This is an optimization exercise on Yosys and OpenROAD, whose aim is small area, a short achievable clock period and few clock cycles per item, not a production implementation.
Function was checked by simulation only, so behaviour that the tests miss may differ from the original.
Power is estimated from default activity; no workload was simulated.

==> flow/run.sh <==
#!/bin/bash
# synth_recipe.tcl (not shown) runs the flow's synth.tcl, then flattens the netlist and writes it again
# the make line also repeats each setting of config.mk as NAME=value (left out here)
make -C /OpenROAD-flow-scripts/flow DESIGN_CONFIG=/design/flow/config.mk WORK_HOME=/design/flow/orfs CLKGATE_MAP_FILE= SYNTH_SCRIPT=/design/flow/synth_recipe.tcl finish
==> flow/config.mk <==
export PLATFORM = sky130hd
export DESIGN_NAME = wallace_mult
export DESIGN_NICKNAME = wallace_mult
export VERILOG_FILES = /design/flow/design.v
export SDC_FILE = /design/flow/constraint.sdc
export NUM_CORES = 4
export LEC_CHECK = 0
export CAP_MARGIN = 20
export CORE_MARGIN = 2
export CORE_UTILIZATION = 40
export SLEW_MARGIN = 20
==> flow/constraint.sdc <==
create_clock -name core_clock -period 4.0 [get_ports {clk}]
set_input_delay 0.8000 -clock core_clock [delete_from_list [all_inputs] [get_ports {clk}]]
set_output_delay 0.8000 -clock core_clock [all_outputs]
set_load 0.01 [all_outputs]
==> flow/design.v <==
package wallace_pkg;
	typedef logic [16-1:0] operand_t;
	typedef logic [32-1:0] product_t;
	typedef logic [32-1:0] pp_row_t;
	typedef logic [$clog2(4 + 1)-1:0] credit_cnt_t;
endpackage
module pp_array (
	input  logic                 clk,
	input  logic                 rst_n,
	input  logic                 in_valid,
	input  wallace_pkg::operand_t a,
	input  wallace_pkg::operand_t b,
	output logic                 pp_valid,
	output wallace_pkg::pp_row_t [16-1:0] pp_rows
);
	wallace_pkg::pp_row_t [16-1:0] rows;
	always_comb begin
		for (int i = 0; i < 16; i++) begin
			rows[i] = wallace_pkg::pp_row_t'(a & {16{b[i]}}) << i;
		end
	end
	always_ff @(posedge clk or negedge rst_n) begin
		if (!rst_n) begin
			pp_valid <= 1'b0;
		end else begin
			pp_valid <= in_valid;
		end
	end
	always_ff @(posedge clk) begin
		if (in_valid) begin
			pp_rows <= rows;
		end
	end
endmodule
module csa_layer #(
	parameter int ROWS_IN = 16
) (
	input  logic                 clk,
	input  logic                 rst_n,
	input  logic                 in_valid,
	input  wallace_pkg::pp_row_t [ROWS_IN-1:0] in_rows,
	output logic                 out_valid,
	output wallace_pkg::pp_row_t [ROWS_IN/2-1:0] out_rows
);
	localparam int ROW_W = 32;
	localparam int GROUPS = ROWS_IN / 4;
	wallace_pkg::pp_row_t [ROWS_IN/2-1:0] comp_rows;
	for (genvar g = 0; g < GROUPS; g++) begin : g_group
		wallace_pkg::pp_row_t r0;
		wallace_pkg::pp_row_t r1;
		wallace_pkg::pp_row_t r2;
		wallace_pkg::pp_row_t r3;
		wallace_pkg::pp_row_t sum_row;
		wallace_pkg::pp_row_t carry_row;
		logic [ROW_W-1:0] mid_carry;
		assign r0 = in_rows[4*g];
		assign r1 = in_rows[4*g+1];
		assign r2 = in_rows[4*g+2];
		assign r3 = in_rows[4*g+3];
		assign mid_carry[0] = 1'b0;
		assign carry_row[0] = 1'b0;
		for (genvar j = 0; j < ROW_W; j++) begin : g_col
			logic fa_sum;
			assign fa_sum = r0[j] ^ r1[j] ^ r2[j];
			assign sum_row[j] = fa_sum ^ r3[j] ^ mid_carry[j];
			if (j < ROW_W - 1) begin : g_carry
				assign mid_carry[j+1] = (r0[j] & r1[j]) | (r0[j] & r2[j]) |
					(r1[j] & r2[j]);
				assign carry_row[j+1] = (fa_sum & r3[j]) | (fa_sum & mid_carry[j]) |
					(r3[j] & mid_carry[j]);
			end
		end
		assign comp_rows[2*g] = sum_row;
		assign comp_rows[2*g+1] = carry_row;
	end
	always_ff @(posedge clk or negedge rst_n) begin
		if (!rst_n) begin
			out_valid <= 1'b0;
		end else begin
			out_valid <= in_valid;
		end
	end
	always_ff @(posedge clk) begin
		if (in_valid) begin
			out_rows <= comp_rows;
		end
	end
endmodule
module final_adder (
	input  logic                  clk,
	input  logic                  rst_n,
	input  logic                  in_valid,
	input  wallace_pkg::pp_row_t  [1:0] in_rows,
	output logic                  out_valid,
	output wallace_pkg::product_t product
);
	wallace_pkg::product_t sum;
	assign sum = in_rows[0] + in_rows[1];
	always_ff @(posedge clk or negedge rst_n) begin
		if (!rst_n) begin
			out_valid <= 1'b0;
		end else begin
			out_valid <= in_valid;
		end
	end
	always_ff @(posedge clk) begin
		if (in_valid) begin
			product <= sum;
		end
	end
endmodule
module result_buffer #(
	parameter int DEPTH = 4
) (
	input  logic                  clk,
	input  logic                  rst_n,
	input  logic                  push,
	input  wallace_pkg::product_t push_data,
	input  logic                  out_credit,
	output logic                  out_valid,
	output wallace_pkg::product_t product,
	output logic                  in_credit
);
	localparam int PTR_W = (DEPTH > 1) ? $clog2(DEPTH) : 1;
	wallace_pkg::product_t mem [DEPTH];
	logic [PTR_W-1:0] wr_ptr;
	logic [PTR_W-1:0] rd_ptr;
	wallace_pkg::credit_cnt_t count;
	wallace_pkg::credit_cnt_t out_cnt;
	logic pop;
	assign pop = (count != '0) && (out_cnt != '0);
	assign out_valid = pop;
	assign in_credit = pop;
	assign product = mem[rd_ptr];
	always_ff @(posedge clk) begin
		if (push) begin
			mem[wr_ptr] <= push_data;
		end
	end
	always_ff @(posedge clk or negedge rst_n) begin
		if (!rst_n) begin
			wr_ptr <= '0;
			rd_ptr <= '0;
		end else begin
			if (push) begin
				wr_ptr <= (wr_ptr == PTR_W'(DEPTH - 1)) ? '0 : wr_ptr + 1'b1;
			end
			if (pop) begin
				rd_ptr <= (rd_ptr == PTR_W'(DEPTH - 1)) ? '0 : rd_ptr + 1'b1;
			end
		end
	end
	always_ff @(posedge clk or negedge rst_n) begin
		if (!rst_n) begin
			count <= '0;
		end else begin
			case ({push, pop})
				2'b10: count <= count + 1'b1;
				2'b01: count <= count - 1'b1;
				default: count <= count;
			endcase
		end
	end
	always_ff @(posedge clk or negedge rst_n) begin
		if (!rst_n) begin
			out_cnt <= wallace_pkg::credit_cnt_t'(2);
		end else begin
			case ({out_credit, pop})
				2'b10: out_cnt <= out_cnt + 1'b1;
				2'b01: out_cnt <= out_cnt - 1'b1;
				default: out_cnt <= out_cnt;
			endcase
		end
	end
endmodule
module wallace_mult (
	input  logic                  clk,
	input  logic                  rst_n,
	input  logic                  in_valid,
	input  wallace_pkg::operand_t a,
	input  wallace_pkg::operand_t b,
	output logic                  in_credit,
	output logic                  out_valid,
	output wallace_pkg::product_t product,
	input  logic                  out_credit
);
	localparam int ROWS = 16;
	logic pp_valid;
	wallace_pkg::pp_row_t [ROWS-1:0] pp_rows;
	logic l1_valid;
	wallace_pkg::pp_row_t [ROWS/2-1:0] l1_rows;
	logic l2_valid;
	wallace_pkg::pp_row_t [ROWS/4-1:0] l2_rows;
	logic l3_valid;
	wallace_pkg::pp_row_t [ROWS/8-1:0] l3_rows;
	logic sum_valid;
	wallace_pkg::product_t sum_product;
	pp_array u_pp_array (
		.clk      (clk),
		.rst_n    (rst_n),
		.in_valid (in_valid),
		.a        (a),
		.b        (b),
		.pp_valid (pp_valid),
		.pp_rows  (pp_rows)
	);
	csa_layer #(.ROWS_IN(ROWS)) u_csa_l1 (
		.clk       (clk),
		.rst_n     (rst_n),
		.in_valid  (pp_valid),
		.in_rows   (pp_rows),
		.out_valid (l1_valid),
		.out_rows  (l1_rows)
	);
	csa_layer #(.ROWS_IN(ROWS/2)) u_csa_l2 (
		.clk       (clk),
		.rst_n     (rst_n),
		.in_valid  (l1_valid),
		.in_rows   (l1_rows),
		.out_valid (l2_valid),
		.out_rows  (l2_rows)
	);
	csa_layer #(.ROWS_IN(ROWS/4)) u_csa_l3 (
		.clk       (clk),
		.rst_n     (rst_n),
		.in_valid  (l2_valid),
		.in_rows   (l2_rows),
		.out_valid (l3_valid),
		.out_rows  (l3_rows)
	);
	final_adder u_final_adder (
		.clk       (clk),
		.rst_n     (rst_n),
		.in_valid  (l3_valid),
		.in_rows   (l3_rows),
		.out_valid (sum_valid),
		.product   (sum_product)
	);
	result_buffer #(.DEPTH(4)) u_result_buffer (
		.clk        (clk),
		.rst_n      (rst_n),
		.push       (sum_valid),
		.push_data  (sum_product),
		.out_credit (out_credit),
		.out_valid  (out_valid),
		.product    (product),
		.in_credit  (in_credit)
	);
endmodule
==> run notes <==
## report_power, final
part           internal, mW  switching [mW]  total [mW]
clock                  4.30            2.81        7.11
combinational          2.57            2.92        5.50
sequential             10.5           0.730        11.2
## flip-flops by register name, summed over array words and instances (netlist names)
register / flops
u_csa_l2.out_valid: 1
u_result_buffer.out_cnt: 3
u_csa_l3.out_valid: 1
u_final_adder.product: 32
u_csa_l1.out_valid: 1
u_result_buffer.wr_ptr: 2
u_result_buffer.mem: 128
u_pp_array.pp_valid: 1
u_result_buffer.count: 3
u_final_adder.out_valid: 1
u_csa_l1.out_rows: 140
u_csa_l2.out_rows: 84
u_csa_l3.out_rows: 57
u_result_buffer.rd_ptr: 2
u_pp_array.pp_rows: 256
## area by class of cell
cell class	instances	area (um2)	area share (%)
inverters	83	312	0.901
well taps	969	1210	3.50
clock buffers	91	2040	5.91
multi-input cells	736	8360	24.2
flip-flops and latches	712	21300	61.6
clock inverters	47	512	1.48
diodes	1	2.50	0.00723
repair buffers	83	838	2.42
## routing by layer
metal  track usage, %  vias up  wire, um
met1             19.5     6714     24200
met2             22.4      250     24900
met3             2.70       89      2210
met4             5.13        0      1310
li1                 -     5920         -
met5                0        -         0
## path summary, 6_finish.rpt
path	from	end	slack, ns	depth (start not counted)
hold / removal	u_pp_array.pp_rows[378]	u_csa_l1.out_rows[154]	0.40	0
hold reg to reg	u_pp_array.pp_rows[378]	u_csa_l1.out_rows[154]	0.40	0
min in group asynchronous	rst_n	u_result_buffer.out_cnt[0]	0.66	1
max in group asynchronous	rst_n	u_pp_array.pp_valid	2.75	1
setup / recovery	u_result_buffer.rd_ptr[0]	product[8]	0.60	3
setup reg to reg	u_csa_l3.out_rows[7]	u_final_adder.product[29]	1.24	8
## kinds of logic after synthesis
logic type / after synthesis / share of synthesized area, %
muxes: 34 / 2.46
xor gates and xnor gates: 29 / 0.842
adders and majority gates: 276 / 16.5
DFF: 712 / 70.6
and+or+nand+nor: 326 / 6.48
AOI/OAI and AO/OA: 71 / 1.45
buffers and inverters: 128 / 1.66
## critical path, stage by stage, from the launching register on
cell and delay (ns):
sky130_fd_sc_hd__dfrtp_2 0.34, sky130_fd_sc_hd__buf_4 0.51, sky130_fd_sc_hd__mux4_2 0.60, sky130_fd_sc_hd__clkdlybuf4s50_1 0.50
## per-stage QoR
step | power [mW] | std cells
CTS | 24.1 | 2721
global placement | 16.7 | 2583
detailed placement | 16.9 | 2583
global route | 25.2 | 2722
finish | 23.8 | 2722
floorplan | 14.6 | 1576
## layout by cell type (no fill, tap or decap), types with 3 or more instances in the layout
cell type	Yosys	final
sky130_fd_sc_hd__clkinv_2	0	18
sky130_fd_sc_hd__clkinv_1	0	13
sky130_fd_sc_hd__xor2_1	13	13
sky130_fd_sc_hd__buf_12	0	3
sky130_fd_sc_hd__bufinv_16	0	10
sky130_fd_sc_hd__and3_1	4	4
sky130_fd_sc_hd__clkdlybuf4s50_1	0	68
sky130_fd_sc_hd__nand2_1	20	20
sky130_fd_sc_hd__dfrtp_2	0	3
sky130_fd_sc_hd__mux4_2	32	32
sky130_fd_sc_hd__nand4_1	3	3
sky130_fd_sc_hd__nor2b_1	3	3
sky130_fd_sc_hd__clkbuf_16	0	80
sky130_fd_sc_hd__xnor2_1	16	16
sky130_fd_sc_hd__edfxtp_1	697	697
sky130_fd_sc_hd__nor2_1	13	13
sky130_fd_sc_hd__o21bai_1	3	3
sky130_fd_sc_hd__and2_1	261	261
sky130_fd_sc_hd__o21ai_0	18	18
sky130_fd_sc_hd__buf_4	2	11
sky130_fd_sc_hd__inv_1	83	83
sky130_fd_sc_hd__ha_1	74	74
sky130_fd_sc_hd__a21oi_1	31	31
sky130_fd_sc_hd__nand3_1	5	5
sky130_fd_sc_hd__dfrtp_1	14	9
sky130_fd_sc_hd__fa_1	202	202
sky130_fd_sc_hd__nor3_1	7	7
sky130_fd_sc_hd__clkbuf_1	38	11
==> results.yml <==
outcome:
  status: "no timing/DRC/antenna violations"
timing:
  max_freq_mhz: 295
  worst_pin_slew_ns: 0.966
  clock-skew-final_ns: 0.0234
  hold_slack_ns: 0.405
  slew-limit-headroom_pct: 35.4
  layout_setup_ws_ns: 0.604
  setup_viol: 0
  fin_crit_ns: 3.40
  finalSetupTns_ns: 0
  min_period_over_period_pct: 84.9
  rsz0062_at_grt: "no"
  finalHoldViolations: 0
  timing.final.max_slew_violations: 0
synthesis:
  synth_cells: 1576
  yosysTopAreaCell: "sky130_fd_sc_hd__edfxtp_1"
  synthMostInstantiatedCell: "sky130_fd_sc_hd__edfxtp_1"
  synthFlopType: "sky130_fd_sc_hd__edfxtp_1"
  async_reset_ff_share_pct: 2.11
  synth.yosys.warnings: 6
  flip_flop_and_latch_count_after_synthesis: 712
  postSynthAreaPerCell_um2: 19.1
  synth_sequential_area_ratio_pct: 70.6
  synth.cell_area_um2: 30200
  synth.top_cells.by_area: "sky130_fd_sc_hd__edfxtp_1 (69%), sky130_fd_sc_hd__fa_1 (13%), sky130_fd_sc_hd__and2_1 (5.4%), sky130_fd_sc_hd__ha_1 (3.1%), sky130_fd_sc_hd__mux4_2 (2.4%)"
  synth_enable_flop_cells: 697
  synth.distinct_cells: 46
  yosysTopAreaCellShare_pct: 69.4
  synth_common_cells: "sky130_fd_sc_hd__edfxtp_1 (697), sky130_fd_sc_hd__and2_1 (261), sky130_fd_sc_hd__fa_1 (202)"
  postSynthNetCount: 1888
detailed_routing:
  vias: 13000
  detail_route.drc_violations: 0
  drt-pass1-iter-count: 5
  routed_wirelength_mm: 52.6
  avgViaCountPerCell: 4.77
  final_antenna_net_count: 0
  drt-wirelength-per-cell_um: 19.3
  drt_first_iter_violations: 826
global_route:
  vias_in_the_first_global_route: 14500
  antenna_violations_before_repair: 6
  groute.usage.overall_pct: 14.1
  grt_pass1_wl_mm: 83.8
  pin_count_of_the_biggest_net_entering_global_routing: 87
  grt_overflow: 0
place:
  pre_cts_slack_ns: 1.19
  io_buffer_count: 69
  postPlaceCellArea_um2: 32000
  dp_hpwl_mm: 34.9
  place_congestion: 0.743
clock_tree:
  tritoncts: "done"
  clk_path_buf_depth: 3
  cts.hold.buffers_added: 0
  cts_num_sinks: 712
  post-cts-setup-buffer-count: 0
  clock_latency_ns: 0.61
  cts_repair_resize_count: 0
  post_cts_clock_slew_at_the_launch_and_capture_registers_of_the_worst_setup_and_hold_paths_ns: 0.06
  clock-root-buffer: "sky130_fd_sc_hd__clkbuf_16"
  h-tree-depth: 3
  numCtsBuffers: 76
pwr:
  worst_ir_drop_vdd_uv: 319
  pwr_density_cell_nw_per_um2: 688
  total_leakage_power_nw: 12.3
setup_path:
  worstSetupStartpointType: "register"
  timing.critical_path.to_type: "primary output"
  critPathKind: "register to primary output"
  critPathMaxFanout: 35
  critical_path_arrival_ns: 2.60
  required_ns: 3.20
finish:
  layout.nets: 2004
  postLayoutCellArea_um2: 34600
  layout-drive-gt1-share_pct: 10.2
  fillerInstances: 6270
  synthToLayoutAreaGrowth_pct: 14.7
  layout.core_utilization_pct: 46.4
floorplan:
  start_util_pct: 40.5
  die_span_in_x_um: 279
  core_area_um2: 74600
  row_count: 100
  dieHeight_um: 279
  boundaryPins: 70
  fp.dieArea_um2: 77600
worst_hold_path:
  holdCritPathClass: "register to register"
job:
  max-cap-violations: 0
Testbench counts, summed over its fixed seeds: cycles 5,624, items 3,200.

afterwards: timing with drivers on the ports:
No port has a modelled driver above. Below, the same layout with a new extraction and two added sets of constraints. Step 1: set_driving_cell puts a clkbuf_16 on clk and a buf_2 on each other input, an assumption about the parent block. Step 2 also shifts input and output timing later by t, the mid clock arrival at the registers, as if the neighbouring blocks saw the same clock. Slacks: no drivers / after step 1 / after step 2; pairs: no drivers / after step 1.
t, ns: 0.663
slack for setup (ns): 0.604 / 0.542 / 1.205
hold slack, ns: 0.405 / 0.405 / 0.405
clock arrival spread, ns: 0.024 / 0.025
After both steps setup and hold are still met in this run. For this run, drivers alone change the setup slack by -0.062 ns; drivers and shift together by +0.601 ns.
